This design comes from an exercise in tuning for small area, a short achievable clock period and few clock cycles per item on the open sky130 flow, not from production work.
Only simulation tests tie the RTL to the original design; equivalence was not proved.

==> run a <==
## gnhc_top
module gnhc_top (
    input  wire logic        i_clk,
    input  wire logic        i_rst_n,
    input  wire logic        i_in_valid,
    output logic             o_in_ready,
    input  wire logic [15:0] i_gc_fraction,
    input  wire logic [23:0] i_read_depth,
    input  wire logic        i_first_bin,
    output logic             o_out_valid,
    input  wire logic        i_out_ready,
    output logic [16:0]      o_log2_ratio,
    output logic [2:0]       o_copy_state,
    input  wire logic        i_cfg_wr_en,
    input  wire logic [1:0]  i_cfg_index,
    input  wire logic [15:0] i_cfg_data
);
export LEC_CHECK = 0
export ABC_AREA = 1
export CAP_MARGIN = 20
export CORE_MARGIN = 2
export CORE_UTILIZATION = 40
export SLEW_MARGIN = 20
create_clock -name core_clock -period 20.0 [get_ports {i_clk}]
run.sh (not shown) runs the stock make flow with config.mk's settings and CLKGATE_MAP_FILE= SYNTH_SCRIPT=/design/flow/synth_recipe.tcl, a recipe that flattens the netlist after the stock synthesis.
==> run b: changes against run a <==
--- a/flow/design.v
+++ b/flow/design.v
@@ -2089,41 +2089,37 @@
         e1_obs   <= e0_obs;
         e1_abs   <= e0_abs;
         e1_ya    <= 32'(i_scale) * 32'(e0_abs);
     end
     logic [47:0]        e1_z;
     logic [47:0]        e1_w0;    
-    logic [39:0]        e1_v0;
     logic [43:0]        e1_w3;    
     logic [44:0]        e1_w5;    
     always_comb begin
         logic [47:0] ya;
         ya    = 48'(e1_ya);
         e1_z  = ya * 48'(e1_abs);
-        e1_w0 = (ya << 16) - (ya << 13) + (ya << 10);
-        e1_v0 = 40'((ya << 7) + (ya << 5) - (ya << 3) + (ya << 1));
+        e1_w0 = (ya << 1) - (ya << 3) + (ya << 5) + (ya << 7) + (ya << 10) - (ya << 13) + (ya << 16);
         e1_w3 = 44'(- (ya << 2) - (ya << 5) - (ya << 7) + (ya << 9) + (ya << 11));
         e1_w5 = 45'(- (ya << 1) + (ya << 3) + (ya << 5) + (ya << 8) + (ya << 10) + (ya << 12));
     end
     logic               e2_v, e2_first, e2_neg;
     logic signed [16:0] e2_obs;
     logic [47:0]        e2_z, e2_w0;
-    logic [39:0]        e2_v0;
     logic [43:0]        e2_w3;
     logic [44:0]        e2_w5;
     logic [31:0]        e2_ya;
     always_ff @(posedge i_clk) begin
         if (!i_rst_n) e2_v <= 1'b0;
         else          e2_v <= e1_v;
         e2_first <= e1_first;
         e2_obs   <= e1_obs;
         e2_neg   <= e1_obs[16];
         e2_z     <= e1_z;
         e2_ya    <= e1_ya;
         e2_w0    <= e1_w0;
-        e2_v0    <= e1_v0;
         e2_w3    <= e1_w3;
         e2_w5    <= e1_w5;
     end
     always_ff @(posedge i_clk) begin
         if (!i_rst_n) begin
             r_b0 <= B0_RST;
@@ -2133,28 +2129,27 @@
             if (e1_cal == 2'd1) r_b0 <= 46'(e1_z);
             if (e1_cal == 2'd2) r_b3 <= 37'(e1_z);
             if (e1_cal == 2'd3) r_b5 <= 39'(e1_z);
         end
     end
     logic [49:0] t [0:NS-1];
-    logic [49:0] z, pw0, pv0, pw3, pw5, pw1, nw1, c0, c3, c5, c1, c4;
+    logic [49:0] z, pw0, pw3, pw5, pw1, nw1, c0, c3, c5, c1, c4;
     localparam logic [49:0] RND = 50'd2097152;
     always_comb begin
         z   = 50'(e2_z);
         pw0 = 50'(e2_w0) ^ {50{e2_neg}};
-        pv0 = 50'(e2_v0) ^ {50{e2_neg}};
         pw3 = 50'(e2_w3) ^ {50{~e2_neg}};
         pw5 = 50'(e2_w5) ^ {50{~e2_neg}};
         pw1 = {6'd0, e2_ya, 12'd0} ^ {50{e2_neg}};
         nw1 = {6'd0, e2_ya, 12'd0} ^ {50{~e2_neg}};
-        c0  = {48'd0, e2_neg, 1'b0};
+        c0  = 50'(e2_neg);
         c1  = 50'(e2_neg);
         c3  = 50'(~e2_neg);
         c4  = 50'(~e2_neg);
         c5  = 50'(~e2_neg);
-        t[0] = z + pw0 + pv0 + c0 + 50'(r_b0) + RND;
+        t[0] = z + pw0 + c0 + 50'(r_b0) + RND;
         t[1] = z + pw1 + c1 + {12'd0, i_scale, 22'd0} + RND;
         t[2] = z + RND;
         t[3] = z + pw3 + c3 + 50'(r_b3) + RND;
         t[4] = z + nw1 + c4 + {12'd0, i_scale, 22'd0} + RND;
         t[5] = z + pw5 + c5 + 50'(r_b5) + RND;
     end
==> flow/config.mk (replaced) <==
export PLATFORM = sky130hd
export DESIGN_NAME = gnhc_top
export DESIGN_NICKNAME = gnhc_top
export VERILOG_FILES = /design/flow/design.v
export SDC_FILE = /design/flow/constraint.sdc
export NUM_CORES = 4
export LEC_CHECK = 0
export CAP_MARGIN = 20
export CORE_MARGIN = 2
export CORE_UTILIZATION = 40
export SLEW_MARGIN = 20
==> comparison table <==
item                                                                     run a                      run b
Result of the run                                     timing/DRC/antenna clean   timing/DRC/antenna clean
Non-clock buffer area fraction after layout                             1.586%                     1.862%
DRT iter0 DRCs                                                           21901                      20665
Hold WS                                                              0.2583 ns                  0.2477 ns
Hold-critical path endpoint                            u_core.u_back.e3_obs[6]  u_core.u_front.dv_qn[229]
Arrival time worst endpoint                                           12.16 ns                   14.67 ns
Post-route clock period utilization                                     55.89%                     68.87%
Number of distinct library cells after synthesis                            81                        124
Met2 global-route usage                                                 47.75%                     44.32%
Flip-flop and latch share of the layout cell area                       20.51%                     20.55%
Number of detailed-route iterations in the first pass                        9                          8
Origin of the critical flop-to-flop path                       u_core.r_pen[0]   u_core.u_front.lg_m[140]
Mux contribution to synthesized area                                   0.2219%                     2.739%
Core Region                                                         0.7889 mm²                 0.7792 mm²
Met3 GRT Util                                                           4.531%                     4.509%
Timing startpoint of the critical path                         u_core.r_pen[0]   u_core.u_front.lg_m[140]
Testbench counts of run a, summed over its fixed seeds: cycles 5,040, items 4,800.
Testbench counts of run b, summed over its fixed seeds: cycles 5,040, items 4,800.

port drivers added, routing unchanged:
How much do the figures lean on ideal ports? The routed layouts below were timed once more, with nothing changed but the port constraints. Step 1 sets driving cells, clkbuf_16 on the clock port and buf_2 on the other inputs (assumed; they add their load-dependent delay and slew). Step 2, shift: input delay + t, output delay - t, t = (earliest + latest rising clock arrival at the registers) / 2. This alone moves slack from input paths to output paths. Three values: ideal ports, drivers, drivers and shift; two values: the first two.
run | shift t [ns] | setup WS [ns] | worst setup path at the end
run a | 1.216 | 8.822 / 8.822 / 8.822 | register to register
run b | 1.151 | 6.227 / 6.227 / 6.227 | register to register
After both steps setup and hold are still met in every run listed.
